What follows belongs to an exercise in optimizing a design on an open flow for small area; a production flow would make more cautious choices.
The RTL was checked by simulation tests, not by an equivalence proof against the original design.
The flow treats the clock pin as an ideal source, which a real chip does not have.
Power is estimated from default activity; no workload was simulated.

==> v19 <==
## apb_slave_mem
module apb_slave_mem #(
  parameter int unsigned               ADDRESS_WIDTH = apb_global_pkg::ADDRESS_WIDTH,
  parameter int unsigned               DATA_WIDTH    = apb_global_pkg::DATA_WIDTH,
  parameter int unsigned               MEM_DEPTH     = 64,
  parameter logic [ADDRESS_WIDTH-1:0]  BASE_ADDR     = '0
) (
  input  logic                           pclk,
  input  logic                           preset_n,
  input  logic [apb_slave_mem_pkg::WAIT_W-1:0] cfg_wait_states,
  input  logic                           psel,
  input  logic                           penable,
  input  logic                           pwrite,
  input  logic [ADDRESS_WIDTH-1:0]       paddr,
  input  logic [DATA_WIDTH-1:0]          pwdata,
  input  logic [DATA_WIDTH/8-1:0]        pstrb,
  input  logic [2:0]                     pprot,
  output logic                           pready,
  output logic [DATA_WIDTH-1:0]          prdata,
  output logic                           pslverr
);
==> module apb_slave_mem_array, before the edit <==
module apb_slave_mem_array #(
  parameter int unsigned DATA_WIDTH = 32,
  parameter int unsigned MEM_DEPTH  = 64,
  parameter int unsigned IDX_W      = 6
) (
  input  logic                    clk,
  input  logic                    rst_n,
  input  logic                    i_we,
  input  logic                    i_re,
  input  logic [IDX_W-1:0]        i_idx,
  input  logic [DATA_WIDTH-1:0]   i_wdata,
  input  logic [DATA_WIDTH/8-1:0] i_strb,
  output logic [DATA_WIDTH-1:0]   o_rdata
);
  localparam int unsigned SW = DATA_WIDTH / 8;
  logic [MEM_DEPTH*DATA_WIDTH-1:0] r_mem;
  logic [MEM_DEPTH-1:0]  w_dec;
  logic [DATA_WIDTH-1:0] w_col;
  assign w_col = i_wdata & {DATA_WIDTH{rst_n}};
  always_comb begin
    for (int i = 0; i < MEM_DEPTH; i++) w_dec[i] = (i_idx == IDX_W'(i));
  end
  for (genvar i = 0; i < MEM_DEPTH; i++) begin : g_word
    for (genvar b = 0; b < SW; b++) begin : g_byte
      logic w_sel;
      assign w_sel = !rst_n || (i_we && w_dec[i] && i_strb[b]);
      apb_slave_mem_byte u_byte (
        .clk    (clk),
        .i_keep (!w_sel),
        .i_load (w_sel),
        .i_d    (w_col[8*b +: 8]),
        .o_q    (r_mem[i*DATA_WIDTH + 8*b +: 8])
      );
    end
  end
  always_comb begin
    o_rdata = '0;
    for (int i = 0; i < MEM_DEPTH; i++)
      o_rdata = o_rdata | (r_mem[i*DATA_WIDTH +: DATA_WIDTH] & {DATA_WIDTH{i_re && w_dec[i]}});
  end
endmodule
==> module apb_slave_mem_byte, before the edit <==
module apb_slave_mem_byte (
  input  logic       clk,
  input  logic       i_keep,
  input  logic       i_load,
  input  logic [7:0] i_d,
  output logic [7:0] o_q
);
  logic [7:0] r_q;
  always_ff @(posedge clk) r_q <= (r_q & {8{i_keep}}) | (i_d & {8{i_load}});
  assign o_q = r_q;
endmodule
==> module apb_slave_mem, before the edit <==
module apb_slave_mem #(
  parameter int unsigned               ADDRESS_WIDTH = apb_global_pkg::ADDRESS_WIDTH,
  parameter int unsigned               DATA_WIDTH    = apb_global_pkg::DATA_WIDTH,
  parameter int unsigned               MEM_DEPTH     = 64,
  parameter logic [ADDRESS_WIDTH-1:0]  BASE_ADDR     = '0
) (
  input  logic                           pclk,
  input  logic                           preset_n,
  input  logic [apb_slave_mem_pkg::WAIT_W-1:0] cfg_wait_states,
  input  logic                           psel,
  input  logic                           penable,
  input  logic                           pwrite,
  input  logic [ADDRESS_WIDTH-1:0]       paddr,
  input  logic [DATA_WIDTH-1:0]          pwdata,
  input  logic [DATA_WIDTH/8-1:0]        pstrb,
  input  logic [2:0]                     pprot,
  output logic                           pready,
  output logic [DATA_WIDTH-1:0]          prdata,
  output logic                           pslverr
);
  localparam int unsigned SW    = DATA_WIDTH / 8;
  localparam int unsigned IDX_W = apb_slave_mem_pkg::mem_idx_width(MEM_DEPTH);
  localparam logic [ADDRESS_WIDTH-1:0] SPAN = ADDRESS_WIDTH'(MEM_DEPTH * SW);
  logic                                  r_pready;
  logic [apb_slave_mem_pkg::WAIT_W-1:0]  r_wait;
  logic                                  w_setup, w_access;
  logic [ADDRESS_WIDTH-1:0]              w_offset;
  logic [IDX_W-1:0]                      w_idx;
  logic                                  w_err;
  logic [IDX_W-1:0]                      r_idx;
  logic                                  r_err, r_write;
  always_comb begin
    w_offset = paddr - BASE_ADDR;
    w_idx    = IDX_W'(w_offset / ADDRESS_WIDTH'(SW));
    w_err    = (paddr < BASE_ADDR) || (w_offset >= SPAN) ||
               ((paddr % ADDRESS_WIDTH'(SW)) != '0);
    if (pwrite && pprot[1] && (w_idx >= IDX_W'(MEM_DEPTH / 2))) w_err = 1'b1;
  end
  assign w_setup  = psel && !penable;
  assign w_access = psel && penable;
  always_ff @(posedge pclk) begin
    if (!preset_n) begin
      r_pready <= 1'b0;
    end else if (w_setup) begin
      r_pready <= (cfg_wait_states == '0);
    end else begin
      r_pready <= w_access && !r_pready && (r_wait == apb_slave_mem_pkg::WAIT_W'(1));
    end
  end
  always_ff @(posedge pclk) begin
    r_idx   <= w_idx;
    r_err   <= w_err;
    r_write <= pwrite;
  end
  always_ff @(posedge pclk) begin
    if (w_setup)                    r_wait <= cfg_wait_states;
    else if (w_access && !r_pready) r_wait <= r_wait - apb_slave_mem_pkg::WAIT_W'(1);
  end
  apb_slave_mem_array #(
    .DATA_WIDTH (DATA_WIDTH),
    .MEM_DEPTH  (MEM_DEPTH),
    .IDX_W      (IDX_W)
  ) u_array (
    .clk     (pclk),
    .rst_n   (preset_n),
    .i_we    (r_pready && r_write && !r_err),
    .i_re    (r_pready && !r_write && !r_err),
    .i_idx   (r_idx),
    .i_wdata (pwdata),
    .i_strb  (pstrb),
    .o_rdata (prdata)
  );
  assign pready  = r_pready;
  assign pslverr = r_pready && r_err;
endmodule
export LEC_CHECK = 0
export CAP_MARGIN = 20
export CORE_MARGIN = 2
export CORE_UTILIZATION = 40
export SLEW_MARGIN = 20
export SYNTH_HIERARCHICAL = 1
export SYNTH_MINIMUM_KEEP_SIZE = 0
create_clock -name core_clock -period 10.0 [get_ports {pclk}]
run.sh (not shown) runs the stock make flow with config.mk's settings and CLKGATE_MAP_FILE= SYNTH_SCRIPT=/design/flow/synth_recipe.tcl, a recipe that flattens the netlist after the stock synthesis.
==> v33 (differences from v19) <==
--- a/flow/design.v
+++ b/flow/design.v
@@ -40,50 +40,98 @@
 ) (
   input  logic                    clk,
   input  logic                    rst_n,
-  input  logic                    i_we,
-  input  logic                    i_re,
-  input  logic [IDX_W-1:0]        i_idx,
+  input  logic                    i_wreq,
+  input  logic [IDX_W-1:0]        i_widx,
   input  logic [DATA_WIDTH-1:0]   i_wdata,
   input  logic [DATA_WIDTH/8-1:0] i_strb,
+  input  logic                    i_cmpl,
+  input  logic                    i_re,
+  input  logic [IDX_W-1:0]        i_ridx,
   output logic [DATA_WIDTH-1:0]   o_rdata
 );
-  localparam int unsigned SW = DATA_WIDTH / 8;
-  logic [MEM_DEPTH*DATA_WIDTH-1:0] r_mem;
-  logic [MEM_DEPTH-1:0]  w_dec;
-  logic [DATA_WIDTH-1:0] w_col;
-  assign w_col = i_wdata & {DATA_WIDTH{rst_n}};
-  always_comb begin
-    for (int i = 0; i < MEM_DEPTH; i++) w_dec[i] = (i_idx == IDX_W'(i));
-  end
-  for (genvar i = 0; i < MEM_DEPTH; i++) begin : g_word
+  localparam int unsigned SW    = DATA_WIDTH / 8;
+  localparam int unsigned NPAIR = MEM_DEPTH / 2;
+  logic                    r_ph, r_clr;
+  logic                    w_clr;
+  logic [DATA_WIDTH-1:0]   w_col;
+  logic [SW-1:0]           w_strb_r;
+  logic [NPAIR-1:0]        w_wdec, w_rdec, w_load, w_load_r;
+  assign w_clr = !rst_n || r_clr;
+  always_ff @(posedge clk) begin
+    r_ph  <= rst_n && !r_ph;
+    r_clr <= !rst_n;
+  end
+  for (genvar b = 0; b < SW; b++) begin : g_col
+    assign w_col[8*b +: 8] = i_wdata[8*b +: 8] & {8{i_strb[b]}};
+  end
+  always_comb begin
+    for (int k = 0; k < NPAIR; k++) begin
+      w_wdec[k] = (i_widx[IDX_W-1:1] == (IDX_W-1)'(k));
+      w_rdec[k] = (i_ridx[IDX_W-1:1] == (IDX_W-1)'(k));
+    end
+  end
+  assign w_load   = w_wdec & {NPAIR{i_wreq && rst_n && (i_widx[0] ^ r_ph)}};
+  assign w_load_r = w_load | {NPAIR{w_clr}};
+  assign w_strb_r = i_strb | {SW{w_clr}};
+  logic [DATA_WIDTH-1:0] w_qa [NPAIR];
+  logic [DATA_WIDTH-1:0] w_qb [NPAIR];   
+  for (genvar k = 0; k < NPAIR; k++) begin : g_pair
     for (genvar b = 0; b < SW; b++) begin : g_byte
-      logic w_sel;
-      assign w_sel = !rst_n || (i_we && w_dec[i] && i_strb[b]);
       apb_slave_mem_byte u_byte (
         .clk    (clk),
-        .i_keep (!w_sel),
-        .i_load (w_sel),
+        .i_keep (!(w_load_r[k] && w_strb_r[b])),
+        .i_load (w_load[k]),
         .i_d    (w_col[8*b +: 8]),
-        .o_q    (r_mem[i*DATA_WIDTH + 8*b +: 8])
+        .o_qa   (w_qa[k][8*b +: 8]),
+        .o_qb   (w_qb[k][8*b +: 8])
       );
     end
   end
-  always_comb begin
-    o_rdata = '0;
-    for (int i = 0; i < MEM_DEPTH; i++)
-      o_rdata = o_rdata | (r_mem[i*DATA_WIDTH +: DATA_WIDTH] & {DATA_WIDTH{i_re && w_dec[i]}});
-  end
+  logic                  w_ra_bus, w_ra_reg;
+  logic [NPAIR-1:0]      w_tsel_n;
+  logic [DATA_WIDTH-1:0] w_quad_n [NPAIR/2];
+  logic [DATA_WIDTH-1:0] w_tree, r_prd;
+  assign w_ra_bus = !(i_widx[0] ^ r_ph);
+  assign w_ra_reg = !(i_ridx[0] ^ r_ph);
+  assign w_tsel_n = i_cmpl ? ~(w_rdec & {NPAIR{w_ra_reg}}) : ~(w_wdec & {NPAIR{w_ra_bus}});
+  for (genvar m = 0; m < NPAIR/2; m++) begin : g_quad
+    for (genvar j = 0; j < DATA_WIDTH; j++) begin : g_bit
+      apb_slave_mem_rd2 u_rd2 (
+        .i_sel_n (w_tsel_n[2*m +: 2]),
+        .i_d     ({w_qa[2*m+1][j], w_qa[2*m][j]}),
+        .o_y_n   (w_quad_n[m][j])
+      );
+    end
+  end
+  always_comb begin
+    w_tree = '1;
+    for (int m = 0; m < NPAIR/2; m++) w_tree = w_tree & ~w_quad_n[m];
+  end
+  always_ff @(posedge clk) r_prd <= w_tree;
+  assign o_rdata = i_re ? (w_ra_reg ? w_tree : r_prd) : '0;
 endmodule
 module apb_slave_mem_byte (
   input  logic       clk,
   input  logic       i_keep,
   input  logic       i_load,
   input  logic [7:0] i_d,
-  output logic [7:0] o_q
-);
-  logic [7:0] r_q;
-  always_ff @(posedge clk) r_q <= (r_q & {8{i_keep}}) | (i_d & {8{i_load}});
-  assign o_q = r_q;
+  output logic [7:0] o_qa,
+  output logic [7:0] o_qb
+);
+  logic [7:0] r_qa, r_qb;
+  always_ff @(posedge clk) begin
+    r_qa <= (r_qb & {8{i_keep}}) | (i_d & {8{i_load}});
+    r_qb <= r_qa;
+  end
+  assign o_qa = r_qa;
+  assign o_qb = r_qb;
+endmodule
+module apb_slave_mem_rd2 (
+  input  logic [1:0] i_sel_n,
+  input  logic [1:0] i_d,
+  output logic       o_y_n
+);
+  assign o_y_n = !((i_sel_n[0] | i_d[0]) & (i_sel_n[1] | i_d[1]));
 endmodule
 module apb_slave_mem #(
   parameter int unsigned               ADDRESS_WIDTH = apb_global_pkg::ADDRESS_WIDTH,
@@ -116,6 +164,7 @@
   logic                                  w_err;
   logic [IDX_W-1:0]                      r_idx;
   logic                                  r_err, r_write;
+  logic                                  w_pready_nxt;
   always_comb begin
     w_offset = paddr - BASE_ADDR;
     w_idx    = IDX_W'(w_offset / ADDRESS_WIDTH'(SW));
@@ -125,15 +174,13 @@
   end
   assign w_setup  = psel && !penable;
   assign w_access = psel && penable;
-  always_ff @(posedge pclk) begin
-    if (!preset_n) begin
-      r_pready <= 1'b0;
-    end else if (w_setup) begin
-      r_pready <= (cfg_wait_states == '0);
-    end else begin
-      r_pready <= w_access && !r_pready && (r_wait == apb_slave_mem_pkg::WAIT_W'(1));
-    end
-  end
+  always_comb begin
+    if (!preset_n)    w_pready_nxt = 1'b0;
+    else if (w_setup) w_pready_nxt = (cfg_wait_states == '0);
+    else              w_pready_nxt = w_access && !r_pready &&
+                                     (r_wait == apb_slave_mem_pkg::WAIT_W'(1));
+  end
+  always_ff @(posedge pclk) r_pready <= w_pready_nxt;
   always_ff @(posedge pclk) begin
     r_idx   <= w_idx;
     r_err   <= w_err;
@@ -150,11 +197,13 @@
   ) u_array (
     .clk     (pclk),
     .rst_n   (preset_n),
-    .i_we    (r_pready && r_write && !r_err),
-    .i_re    (r_pready && !r_write && !r_err),
-    .i_idx   (r_idx),
+    .i_wreq  ((w_pready_nxt || r_pready) && pwrite && !w_err),
+    .i_widx  (w_idx),
     .i_wdata (pwdata),
     .i_strb  (pstrb),
+    .i_cmpl  (r_pready),
+    .i_re    (r_pready && !r_write && !r_err),
+    .i_ridx  (r_idx),
     .o_rdata (prdata)
   );
   assign pready  = r_pready;
==> flow/flow/run.sh (new file) <==
#!/bin/bash
# The standard layout (standard.sh, unchanged synthesis) with these changes:
#  - clock tree: clkbuf_8 leaf buffers, larger sink clusters, no dummy loads;
#    after CTS, flow/post_cts.tcl upsizes the leaf buffers whose sinks see a
#    slow clock edge;
#  - port buffers: every port still gets a buffer, of the smallest buffer cell.
# make's full output goes to flow_make.log; ORFS keeps each step's log under orfs/logs.
set -uo pipefail
here=$(pwd)
export CTS_ARGS="-sink_clustering_enable -repair_clock_nets -root_buf sky130_fd_sc_hd__clkbuf_16 -buf_list sky130_fd_sc_hd__clkbuf_8 -sink_clustering_size 30 -sink_clustering_max_diameter 60 -dont_use_dummy_load"
export POST_CTS_TCL="$here/flow/post_cts.tcl"
export BUFFER_PORTS_ARGS="-buffer_cell sky130_fd_sc_hd__buf_1"
bash standard.sh > flow_make.log 2>&1
==> flow/flow/post_cts.tcl (new file) <==
# Upsize leaf clock buffers whose sinks see a slow clock edge in the placement estimate.
estimate_parasitics -placement
set n_up 0
foreach inst [get_cells *] {
  if {[get_property $inst ref_name] != "sky130_fd_sc_hd__clkbuf_8"} { continue }
  set net [get_nets -of_objects [get_pins -of_objects $inst -filter "direction == output"]]
  set worst 0
  foreach p [get_pins -of_objects $net -filter "direction == input"] {
    set s [get_property $p slew_max]
    if {$s > $worst} { set worst $s }
  }
  if {$worst > 0.108} {
    replace_cell $inst sky130_fd_sc_hd__clkbuf_16
    incr n_up
  }
}
puts "post_cts: upsized $n_up clock buffers"
if {$n_up > 0} {
  detailed_placement
  check_placement -verbose
  estimate_parasitics -placement
}
==> flow/standard.sh (new file) <==
#!/bin/bash
# synth_recipe.tcl (not shown) runs the flow's synth.tcl, then flattens the netlist and writes it again
# the make line also repeats each setting of config.mk as NAME=value (left out here)
make -C /OpenROAD-flow-scripts/flow DESIGN_CONFIG=/design/flow/config.mk WORK_HOME=/design/flow/orfs CLKGATE_MAP_FILE= SYNTH_SCRIPT=/design/flow/synth_recipe.tcl "${@:-finish}"
- CAP_MARGIN: 20 -> 35
- CORE_UTILIZATION: 40 -> 60
- SLEW_MARGIN: 20 -> 35
removed: flow/run.sh
==> comparison table <==
quantity                                                       v19         v33
Run status                        no timing/DRC/antenna violations  no timing/DRC/antenna violations
Reg2Reg Setup Slack                                        5.19 ns     5.33 ns
Maximum cell stage delay along the critical path           0.99 ns     0.80 ns
TritonRoute pass-1 iters                                         9           5
Count of synthesis-stage warnings from yosys                     9          12
Data arrival time of the critical path                     6.34 ns     5.94 ns
Period minus WS final                                      8.34 ns     7.94 ns
Pwr/cell area                                           218 nW/um2  200 nW/um2
Final clock period utilization by the worst path             83.4%       79.4%
Post-detailed-route via-to-cell ratio                         7.41        6.59
Complex-gate fraction of the synthesized area                34.6%       22.6%
Non-clk bufs                                                   471         261
GRT Util Overall                                             39.2%       33.2%
Area share of xor/xnor cells in the synthesized design     0.0220%      0.131%
Share of the yosys chip area belonging to registers          52.0%       69.7%

[port drivers added, routing unchanged]
The results above use ideal ports. As a check the final layouts listed here were re-extracted and re-timed, cells and wires unchanged.
Step 1 (the two cells are an assumption about what drives the block):
set clk [get_ports {pclk}]
set_driving_cell -lib_cell sky130_fd_sc_hd__clkbuf_16 $clk
set_driving_cell -lib_cell sky130_fd_sc_hd__buf_2 [delete_from_list [all_inputs] $clk]
Step 2 also shifts input and output timing later by t, the mid clock arrival at the registers, as if the neighbouring blocks saw the same clock.
a / b / c = no drivers / after step 1 / after step 2; a / b = the first two.
run	shift t [ns]	setup WS [ns]	hold slack, ns
v19	0.962	1.659 / 1.565 / 2.527	0.473 / 0.473 / 0.473
v33	0.754	2.058 / 2.030 / 2.030	0.289 / 0.289 / 0.289
After both steps every run listed still meets setup and hold. The setup slack of v33, which loses most, moves by -0.028 ns with the drivers and by -0.028 ns with both steps.
